This is an optimization exercise on Yosys and OpenROAD, whose aim is small area, not a production implementation. In this exercise RTL edits were held to simulation tests only and were not proved equivalent to the original. Power is estimated from default activity; no workload was simulated.

## flow/config.mk

```make
export PLATFORM = sky130hd
export DESIGN_NAME = multiport_regfile
export DESIGN_NICKNAME = multiport_regfile
export VERILOG_FILES = /design/flow/design.v
export SDC_FILE = /design/flow/constraint.sdc
export NUM_CORES = 4
export LEC_CHECK = 0
export CAP_MARGIN = 10
export CELL_PAD_IN_SITES_DETAIL_PLACEMENT = 1
export CELL_PAD_IN_SITES_GLOBAL_PLACEMENT = 1
export CORE_MARGIN = 2
export CORE_UTILIZATION = 40
export SLEW_MARGIN = 10
export SYNTH_HIERARCHICAL = 1
export SYNTH_MINIMUM_KEEP_SIZE = 0
```

## flow/constraint.sdc

```tcl
create_clock -name core_clock -period 6.0 [get_ports {clk}]
set_input_delay 1.2000 -clock core_clock [delete_from_list [all_inputs] [get_ports {clk}]]
set_output_delay 1.2000 -clock core_clock [all_outputs]
set_load 0.01 [all_outputs]
```

## flow/design.v

```verilog
module rf_cell (
    input  logic clk,
    input  logic sa,
    input  logic sb,
    input  logic h,
    input  logic da,
    input  logic db,
    output logic v
);
    logic q_n;
    assign v = ~q_n;
    always_ff @(posedge clk) q_n <= ~((sa & da) | (sb & db) | (h & v));
endmodule
module rf_ao3 (
    input  logic [2:0] sel,
    input  logic [2:0] d,
    output logic       y_n
);
    assign y_n = ~|(sel & d);
endmodule
module rf_rd (
    input  logic [30:0] sel,
    input  logic [30:0] d,
    output logic        y
);
    logic [9:0] p_n;
    for (genvar g = 0; g < 10; g++) begin : g_ao
        rf_ao3 u_ao (.sel(sel[3*g +: 3]), .d(d[3*g +: 3]), .y_n(p_n[g]));
    end
    assign y = ~&{p_n, ~(sel[30] & d[30])};
endmodule
module rf_and2 (
    input  logic a,
    input  logic b,
    output logic y
);
    assign y = a & b;
endmodule
module rf_nand2 (
    input  logic a,
    input  logic b,
    output logic y
);
    assign y = ~(a & b);
endmodule
module rf_and3 (
    input  logic a,
    input  logic b,
    input  logic c,
    output logic y
);
    assign y = a & b & c;
endmodule
module multiport_regfile #(
    parameter int                 DATA_W   = 32,
    parameter int                 NUM_REGS = 32,
    parameter int                 AW       = $clog2(NUM_REGS),
    parameter int                 SP_IDX   = 2,
    parameter logic [DATA_W-1:0]  SP_INIT  = 32'h0000_2ffc
) (
    input  logic              clk,
    input  logic              reset,
    input  logic [AW-1:0]     rs1,
    input  logic [AW-1:0]     rs2,
    output logic [DATA_W-1:0] rs1_dout,
    output logic [DATA_W-1:0] rs2_dout,
    input  logic              wa_en,
    input  logic [AW-1:0]     wa_rd,
    input  logic [DATA_W-1:0] wa_din,
    input  logic              wb_en,
    input  logic [AW-1:0]     wb_rd,
    input  logic [DATA_W-1:0] wb_din,
    output logic              ready,
    output logic              wr_conflict
);
    localparam logic [AW-1:0]     ZERO_IDX  = {AW{1'b0}};
    localparam logic [AW-1:0]     LAST_IDX  = AW'(NUM_REGS - 1);
    localparam logic [DATA_W-1:0] ZERO_DATA = {DATA_W{1'b0}};
    localparam int                NR        = NUM_REGS - 1;
    localparam int                HALF      = DATA_W / 2;
    logic              ready_r;
    logic [AW-1:0]     idx_r;
    logic              wr_conflict_r;
    logic [DATA_W-1:0] da_s, db_s;
    logic [3:0]        wa_hi, wb_hi, r1_hi, r2_hi;
    logic [7:0]        wa_lo, wb_lo, r1_lo, r2_lo;
    logic [NR-1:0]     dec_a_n, dec_b_n;
    logic [NR-1:0]     sel_a_s, sel_b_s, hold_s;
    logic [NR-1:0]     rd1_s   [2];
    logic [NR-1:0]     rd2_s   [2];
    logic              sel_b_sp_s;
    logic [NR-1:0]     q_s [DATA_W];
    always_ff @(posedge clk) begin
        if (reset) begin
            ready_r       <= 1'b0;
            idx_r         <= ZERO_IDX;
            wr_conflict_r <= 1'b0;
        end else begin
            if (!ready_r) begin
                idx_r <= idx_r + AW'(1);
                if (idx_r == LAST_IDX) ready_r <= 1'b1;
            end
            wr_conflict_r <= ready_r && wa_en && wb_en && (wa_rd == wb_rd) && (wa_rd != ZERO_IDX);
        end
    end
    assign da_s = wa_din;
    assign db_s = wb_din | (ready_r ? ZERO_DATA : SP_INIT);
    always_comb begin
        for (int j = 0; j < 4; j++) begin
            wa_hi[j]   = ready_r && wa_en && (wa_rd[4:3] == 2'(j));
            wb_hi[j]   = ready_r && wb_en && (wb_rd[4:3] == 2'(j));
            r1_hi[j]   = ready_r && (rs1[4:3] == 2'(j));
            r2_hi[j]   = ready_r && (rs2[4:3] == 2'(j));
        end
        for (int k = 0; k < 8; k++) begin
            wa_lo[k]   = (wa_rd[2:0] == 3'(k));
            wb_lo[k]   = (wb_rd[2:0] == 3'(k));
            r1_lo[k]   = (rs1[2:0] == 3'(k));
            r2_lo[k]   = (rs2[2:0] == 3'(k));
        end
    end
    for (genvar r = 0; r < NR; r++) begin : g_dec
        localparam int HI = (r + 1) / 8;
        localparam int LO = (r + 1) % 8;
        rf_nand2 u_dan (.a(wa_hi[HI]),   .b(wa_lo[LO]),   .y(dec_a_n[r]));
        rf_nand2 u_dbn (.a(wb_hi[HI]),   .b(wb_lo[LO]),   .y(dec_b_n[r]));
        rf_and3 u_sa (.a(wa_hi[HI]),  .b(wa_lo[LO]),  .c(dec_b_n[r]), .y(sel_a_s[r]));
        rf_and2 u_sb (.a(wb_hi[HI]),  .b(wb_lo[LO]),  .y(sel_b_s[r]));
        rf_and3 u_h  (.a(dec_a_n[r]), .b(dec_b_n[r]), .c(ready_r), .y(hold_s[r]));
        for (genvar hf = 0; hf < 2; hf++) begin : g_half
            rf_and2 u_rd1 (.a(r1_hi[HI]),  .b(r1_lo[LO]),  .y(rd1_s[hf][r]));
            rf_and2 u_rd2 (.a(r2_hi[HI]),  .b(r2_lo[LO]),  .y(rd2_s[hf][r]));
        end
    end
    rf_nand2 u_sbsp (.a(dec_b_n[SP_IDX-1]), .b(ready_r), .y(sel_b_sp_s));
    for (genvar r = 0; r < NR; r++) begin : g_reg
        for (genvar b = 0; b < DATA_W; b++) begin : g_bit
            logic sb_c;
            if (r == SP_IDX - 1 && SP_INIT[b]) begin : g_sp
                assign sb_c = sel_b_sp_s;
            end else begin : g_nsp
                assign sb_c = sel_b_s[r];
            end
            rf_cell u_cell (
                .clk (clk),
                .sa  (sel_a_s[r]),
                .sb  (sb_c),
                .h   (hold_s[r]),
                .da  (da_s[b]),
                .db  (db_s[b]),
                .v   (q_s[b][r])
            );
        end
    end
    for (genvar b = 0; b < DATA_W; b++) begin : g_rd
        rf_rd u_rd1 (.sel(rd1_s[b / HALF]), .d(q_s[b]), .y(rs1_dout[b]));
        rf_rd u_rd2 (.sel(rd2_s[b / HALF]), .d(q_s[b]), .y(rs2_dout[b]));
    end
    assign ready       = ready_r;
    assign wr_conflict = wr_conflict_r;
endmodule
```

## flow/flow/run.sh

```bash
#!/bin/bash
# Standard layout with two changes: port buffers start as the smallest buffer
# (sky130_fd_sc_hd__buf_1; the resizer still sizes them), and the clock tree uses
# clkbuf_16 sink buffers over larger clusters, without dummy loads.
set -euo pipefail
export BUFFER_PORTS_ARGS="-buffer_cell sky130_fd_sc_hd__buf_1"
export CTS_ARGS="-sink_clustering_enable -repair_clock_nets -buf_list sky130_fd_sc_hd__clkbuf_16 -sink_clustering_size 26 -sink_clustering_max_diameter 110 -dont_use_dummy_load"
bash standard.sh finish > make_finish.log 2>&1
```

## flow/standard.sh

```bash
#!/bin/bash
# synth_recipe.tcl (not shown) runs the flow's synth.tcl, then flattens the netlist and writes it again
# the make line also repeats each setting of config.mk as NAME=value (left out here)
make -C /OpenROAD-flow-scripts/flow DESIGN_CONFIG=/design/flow/config.mk WORK_HOME=/design/flow/orfs CLKGATE_MAP_FILE= SYNTH_SCRIPT=/design/flow/synth_recipe.tcl "${@:-finish}"
```

==> metrics.cfg, run 1 <==
[setup_path]
reg2reg_slack_ns=1.85
r2r_start=ready_r
crit_family=simple AND/OR/NAND/NOR gates
worst-path-max-fanout=16
endpoint_kind=primary output
cp-start-kind=primary input
critical_path_required_ns=4.80
worst-path-buf-inv=2
cp_cell_sequence=buf_1 -> nand2_1 -> nor2_1 -> and2_1 -> a222oi_1 -> nand4_1 -> a2111o_1 -> buf_1
worst_r2r_path_depth=6
crit_end=rs2_dout[14]
timing.rr.end=g_reg[21].g_bit[26].u_cell.q_n
critPathSlowestCell=and2_1
worstSetupPathDepth=8
critPathKind=primary input to primary output
path_common_cell=buf_1
arrival_ns=4.54
critPathMaxStageDelay_ns=1.06
crit_start=rs2[2]

[sta]
relSlewSlack=0.0930
drv_slew=0
setup_viol=0
max_freq_ghz=0.174
rsz0062_at_grt=no
hold-worst-slack_ns=0.514
clock_skew_ns=0.0494
tns_ns=0
fin_crit_sh=0.956
fin_ws_ns=0.263
tightest_slew_ns=1.36
finalHoldViolations=0
fin_crit_ns=5.74

[route]
wl_met3_um=39100
top_layer=met5
wl_met2_um=111000
wl_per_cell_um=43.9
route.detailed.drc=0
drt_first_pass_iters=15
drtAntennaViolNets=0
drtIter0Drc=16900
viasPerCell=8.31
vias=50300
wl_um=266000
wl_met1_um=94200

[final_layout]
fin_nets=4663
syn_to_final_growth_pct=10.3
final_cells=6050
drive_gt1_frac=0.0630
stdcell_area_um2=48600
post-route-util=0.446

[synthesis]
yosys.cell_count.top_type=a222oi_1
synth.distinct_cells=28
synth-edff-count=0
ys_async_sr_fraction=0
ys.flop_type=dfxtp_1
syn_area_um2=44100
synthCells=4264
synthTopCellsByCount=a222oi_1 (1632), dfxtp_1 (999), inv_1 (994), and2_1 (155), nand2_1 (134)
ys_seq_area_frac=0.454
syn-num-nets=4354
yosysTopAreaCell=dfxtp_1
synth.top_cell.area_share=0.454
syn_avg_cell_area_um2=10.3
yosysWarnings=11
synth_area_leaders=dfxtp_1 (45%), a222oi_1 (37%), inv_1 (8.5%), and2_1 (2.2%), nand4_1 (1.8%)
postSynthRegisterBits=999

[cts]
htree_levels=2
clockRootBuffer=clkbuf_16
post_cts_buffers=0
cts-buffers-inserted=45
clk-insertion-delay-late_ns=0.71
cts_tree=yes
cts_hold_buf=0
ctsResizeCount=0
cts_sinks=999
clk_pin_slew_worst_paths_ns=0.05
cts_buffer_depth=3

[grt]
track_usage=0.449
grt_pass1_vias=46600
overflow=0
grt_first_pass_wirelength_um=366000
antenna_found_initial=12
grt_start_max_net_pins=55

[floorplan]
core_area_um2=109000
die_w_um=336
dieArea_um2=113000
die_h_um=336
row_count=121
start_util=0.404
pin_count=154

[run]
maxCapViolCount=0

[pwr]
total_power_mw=10.7
p_leak_nw=23.9
ir_drop_uv=180
p_per_area_nw_per_um2=220

[worst_hold_path]
worstHoldPathType=flop to flop

[placement]
hpwl_um=162000
place.gp.congestion=0.974
dp_cells=6001
pre_cts_ws_ns=0.502
placement.io_buffers=153
place_area_um2=47500

[run_status]
run_status=complete, no violations

## report_power, final
part / internal (mW) / switching [mW] / total (mW)
combinational: 0.0507 / 0.307 / 0.358
clock: 1.35 / 2.34 / 3.69
sequential: 6.63 / 0.00152 / 6.63
total: 8.03 / 2.65 / 10.7
## worst register-to-register path, delay by kind of cell (launching register included)
kind,cells,cell delay [ns]
buffers and inverters,2,1.05
AOI/OAI and AO/OA,1,0.21
DFF,1,0.53
and+or+nand+nor,3,2.19
## state kept, by name, summed over array words and instances, names as in the netlist
register,flops
wr_conflict_r,1
g.g_bit.u_cell.q_n,992
ready_r,1
idx_r,5
## per-module statistics from Yosys (local to each module, per instance)
module,cell area [um2],flops+latches,times used
rf_cell,33.8,1,992
rf_and2,6.26,0,155
rf_nand2,3.75,0,63
multiport_regfile,815,7,1
rf_and3,6.26,0,62
rf_rd,27.5,0,64
rf_ao3,10.0,0,640
## layer usage
metal	vias up	GRT usage
met4	14	0.299
met2	4510	0.664
met1	25300	0.570
li1	19600	-
met3	910	0.124
met5	-	0
## placed cells by master (no fill, tap or decap), types with 17 or more instances in the layout
cell / netlist / final
nor2_1: 17 / 17
nand2_1: 134 / 134
clkbuf_16: 0 / 45
and2_2: 0 / 25
inv_1: 994 / 994
a222oi_1: 1632 / 1632
buf_4: 1 / 117
and3_2: 1 / 55
a2111o_1: 64 / 64
nand4_1: 129 / 129
and2_1: 155 / 130
clkbuf_2: 0 / 37
dfxtp_1: 999 / 998
buf_1: 0 / 116
## final cells by class
| class | count | area, um2 |
|---|---|---|
| fill | 12200 | 60500 |
| timing repair buffer | 271 | 1510 |
| clock buffer | 45 | 1130 |
| inverter | 994 | 3730 |
| multi-input combinational | 2262 | 20400 |
| sequential | 999 | 20000 |
| antenna | 3 | 7.51 |
| tap | 1476 | 1850 |
## how the worst min path moves through the flow
| stage | slack, ns | endpoint | cells after the start | startpoint |
|---|---|---|---|---|
| floorplan | 0.47 | idx_r[4] | 2 | idx_r[4] |
| global placement | 0.49 | g_reg[13].g_bit[5].u_cell.q_n | 2 | g_reg[13].g_bit[5].u_cell.q_n |
| detailed placement | 0.50 | g_reg[9].g_bit[23].u_cell.q_n | 2 | g_reg[9].g_bit[23].u_cell.q_n |
| CTS | 0.51 | g_reg[8].g_bit[9].u_cell.q_n | 2 | g_reg[8].g_bit[9].u_cell.q_n |
| global route | 0.54 | g_reg[15].g_bit[22].u_cell.q_n | 2 | g_reg[15].g_bit[22].u_cell.q_n |
| finish | 0.51 | g_reg[8].g_bit[9].u_cell.q_n | 2 | g_reg[8].g_bit[9].u_cell.q_n |
## kinds of logic after synthesis
| logic type | synth area share |
|---|---|
| xor gates and xnor gates | 0.00159 |
| DFF | 0.454 |
| and+or+nand+nor | 0.0709 |
| AOI/OAI and AO/OA | 0.387 |
| muxes | 0.000454 |
| adders and majority gates | 0.000567 |
| buffers and inverters | 0.0858 |
==> run 2: changes to the inputs <==
--- a/flow/config.mk
+++ b/flow/config.mk
@@ -10,6 +10,7 @@
 export CELL_PAD_IN_SITES_GLOBAL_PLACEMENT = 1
 export CORE_MARGIN = 2
 export CORE_UTILIZATION = 40
+export PLACE_DENSITY = 0.68
 export SLEW_MARGIN = 10
 export SYNTH_HIERARCHICAL = 1
 export SYNTH_MINIMUM_KEEP_SIZE = 0
==> run 2 against run 1 <==
Still clean on timing, DRC and antenna. Routed wire length shrank 5.1%. Combinational power is essentially flat. Sequential power is essentially flat. Power shrank 0.49%. Critical path depth shrank 1. Area after synthesis is the same. Die area is the same. Register-to-register slack gained 0.48 ns. Design area is essentially flat. Flip-flop and latch count is the same. Setup slack lost 0.026 ns. Via count grew 0.79%. Critical path type unchanged. Highest routed layer unchanged.
==> metrics.cfg, run 2 <==
[run_status]
run_status=complete, no violations

[cts]
clk-insertion-delay-late_ns=0.71  ; about the same
cts-buffers-inserted=44  ; -2.2%
cts_buffer_depth=3  ; unchanged
ctsResizeCount=0  ; unchanged
htree_levels=2  ; unchanged
cts_sinks=999  ; unchanged
cts_tree=yes
clockRootBuffer=clkbuf_16
cts_hold_buf=0  ; unchanged
post_cts_buffers=0  ; unchanged
clk_pin_slew_worst_paths_ns=0.10  ; +0.05 ns

[route]
wl_per_cell_um=41.7  ; -5.1%
drtAntennaViolNets=0  ; unchanged
vias=50700  ; +0.79%
drtIter0Drc=18400  ; +8.7%
drt_first_pass_iters=17  ; +2
route.detailed.drc=0  ; unchanged
viasPerCell=8.38  ; +0.75%
wl_um=252000  ; -5.1%

[setup_path]
arrival_ns=4.56  ; +0.02 ns
critPathSlowestCell=and2_1
critical_path_required_ns=4.80  ; about the same
critPathKind=primary input to primary output
endpoint_kind=primary output
worst-path-buf-inv=2  ; unchanged
path_common_cell=buf_1
cp_cell_sequence=buf_1 -> and3b_1 -> and2_1 -> a222oi_1 -> nand4_1 -> a2111o_1 -> buf_1
cp-start-kind=primary input
worst-path-max-fanout=14  ; -2
critPathMaxStageDelay_ns=0.70  ; -0.36 ns
crit_family=simple AND/OR/NAND/NOR gates

[final_layout]
biggestRegsByFlops=g.g_bit.u_cell.q_n (992), idx_r (5)
final_cell_mix=a222oi_1 (1632), dfxtp_1 (998), inv_1 (994)
fill_cells=12200  ; +0.40%
fin_nets=4665  ; +0.043%
top_register=g.g_bit.u_cell.q_n
final_cells=6052  ; +0.033%
largest_reg_flops=992  ; unchanged
post-route-util=0.445  ; about the same
final_common_cell=a222oi_1
syn_to_final_growth_pct=10.3  ; about the same
drive_gt1_frac=0.0573  ; -0.00571

[floorplan]
die_h_um=336  ; unchanged
pin_count=154  ; unchanged
core_area_um2=109000  ; unchanged
die_w_um=336  ; unchanged
dieArea_um2=113000  ; unchanged
row_count=121  ; unchanged
start_util=0.404  ; unchanged

[sta]
tns_ns=0  ; unchanged
rsz0062_at_grt=no
clock_skew_ns=0.0497  ; +0.000308 ns
tightest_slew_ns=1.38  ; +0.0152 ns
drv_slew=0  ; unchanged
fin_crit_ns=5.76  ; +0.0262 ns
finalHoldViolations=0  ; unchanged
setup_viol=0  ; unchanged
relSlewSlack=0.0829  ; -0.0101
fin_crit_sh=0.960  ; +0.00436
max_freq_ghz=0.174  ; -0.45%

[synthesis]
yosys.cell_count.top_type=a222oi_1
syn_area_um2=44100  ; unchanged
synthTopCellsByCount=a222oi_1 (1632), dfxtp_1 (999), inv_1 (994), and2_1 (155), nand2_1 (134)
syn-num-nets=4354  ; unchanged
yosysWarnings=11  ; unchanged
synthCells=4264  ; unchanged
syn_avg_cell_area_um2=10.3  ; unchanged
ys_seq_area_frac=0.454  ; unchanged
postSynthRegisterBits=999  ; unchanged
synth_area_leaders=dfxtp_1 (45%), a222oi_1 (37%), inv_1 (8.5%), and2_1 (2.2%), nand4_1 (1.8%)
synth.top_cell.area_share=0.454  ; unchanged
synth.distinct_cells=28  ; unchanged
synth-edff-count=0  ; unchanged
ys.flop_type=dfxtp_1
ys_async_sr_fraction=0  ; unchanged
yosysTopAreaCell=dfxtp_1

[pwr]
p_per_area_nw_per_um2=219  ; -0.42%
p_leak_nw=23.8  ; -0.24%
ir_drop_uv=202  ; +12%
total_power_mw=10.6  ; -0.49%

[placement]
place.gp.congestion=1.02  ; +5.2%
dp_cells=6005  ; +0.067%
placement.io_buffers=153  ; unchanged
hpwl_um=147000  ; -9.2%

[grt]
grt_start_max_net_pins=33  ; -40%
grt_first_pass_wirelength_um=351000  ; -3.9%
antenna_found_initial=19  ; +7
overflow=0  ; unchanged
track_usage=0.424  ; -0.0244
grt_pass1_vias=47400  ; +1.5%

[run]
maxCapViolCount=0  ; unchanged

[worst_hold_path]
worstHoldPathType=flop to flop

-- run 2: cell types whose count changed in the layout (fill, tap and decap cells not counted), sizes merged --
cell	previous run	this run
buf	234	254
clkbuf	82	64
-- run 2: worst register-to-register path, delay by kind of cell (launching register included) --
| kind | cells | cell delay, ns |
|---|---|---|
| AND/OR/NAND/NOR | 3 | 2.38 |
| flip-flops | 1 | 0.45 |
| buffers and inverters | 1 | 0.35 |
| AO/OA/AOI/OAI | 1 | 0.25 |
-- run 2: modules after synthesis (local to each module, per instance) --
module             cells  flops+latches  times used
multiport_regfile    112              7           1
rf_and2                1              0         155
rf_and3                1              0          62
rf_ao3                 1              0         640
rf_cell                3              1         992
rf_nand2               1              0          63
rf_rd                  4              0          64
-- run 2: routing by layer --
layer / vias to the layer above / global-route usage / share of wire
met5: - / 0 / 0.00071
met4: 24 / 0.253 / 0.076
met3: 1115 / 0.150 / 0.17
met2: 5077 / 0.607 / 0.40
met1: 24900 / 0.547 / 0.35
li1: 19600 / - / -
-- run 2: power breakdown --
part           switching, mW  total (mW)  internal [mW]
sequential           0.00158        6.63           6.63
clock                   2.31        3.64           1.32
combinational          0.303       0.359         0.0562
-- run 2: cells by family after synthesis --
family | share of synthesized area
AOI/OAI and AO/OA | 0.387
buffers and inverters | 0.0858
adders and majority gates | 0.000567
and+or+nand+nor | 0.0709
xor gates and xnor gates | 0.00159
DFF | 0.454
muxes | 0.000454
-- run 2: final cells by class --
cell class,instances,area (um2),share of cell area
Tap cell,1476,1850,0.0380
Sequential cell,999,20000,0.411
Antenna cell,3,7.51,0.000154
Timing Repair Buffer,274,1510,0.0310
Multi-Input combinational cell,2262,20400,0.420
Clock buffer,44,1100,0.0226
Inverter,994,3730,0.0767
-- run 2: path summary, 6_finish.rpt --
path | from | to | slack [ns] | cells after the start
max | rs2[4] | rs2_dout[11] | 0.24 | 7
max reg2reg | ready_r | g_reg[26].g_bit[21].u_cell.q_n | 2.33 | 5
min reg2reg | g_reg[16].g_bit[21].u_cell.q_n | g_reg[16].g_bit[21].u_cell.q_n | 0.52 | 2
min | g_reg[16].g_bit[21].u_cell.q_n | g_reg[16].g_bit[21].u_cell.q_n | 0.52 | 2
-- run 2: per-stage QoR --
| stage | instance area, um2 | setup WS [ns] | hold slack [ns] |
|---|---|---|---|
| 2_1_floorplan | 44100 | 2.13 | 0.470 |
| 5_1_grt | 48600 | 0.445 | 0.536 |
| 3_5_place_dp | 47500 | 0.647 | 0.497 |
| 6_report | 48600 | 0.237 | 0.517 |
| 4_1_cts | 48600 | 0.643 | 0.516 |
| 3_3_place_gp | 47500 | 0.146 | 0.485 |

[static timing again, ports no longer ideal]
How much do the figures lean on ideal ports? The routed layouts below were timed once more, with nothing changed but the port constraints.
Step 1 (the two cells are an assumption about what drives the block):
set clk [get_ports {clk}]
set_driving_cell -lib_cell sky130_fd_sc_hd__clkbuf_16 $clk
set_driving_cell -lib_cell sky130_fd_sc_hd__buf_2 [delete_from_list [all_inputs] $clk]
Step 2, shift: input delay + t, output delay - t, t = (earliest + latest rising clock arrival at the registers) / 2. This alone moves slack from input paths to output paths.
a / b / c = ideal ports / drivers / drivers and shift; a / b = the first two.
| run | shift t [ns] | setup WS [ns] | worst setup path after step 2 | latest minus earliest clock arrival (ns) | cell pins on the clock port's net |
|---|---|---|---|---|---|
| run 1 | 0.758 | 0.263 / 0.133 / 0.133 | input to output | 0.057 / 0.057 | 1 |
| run 2 | 0.766 | 0.237 / 0.131 / 0.131 | input to output | 0.050 / 0.050 | 1 |
After both steps setup and hold are still met in every run listed. For run 1, which loses most, drivers alone change the setup slack by -0.130 ns; drivers and shift together by -0.130 ns.
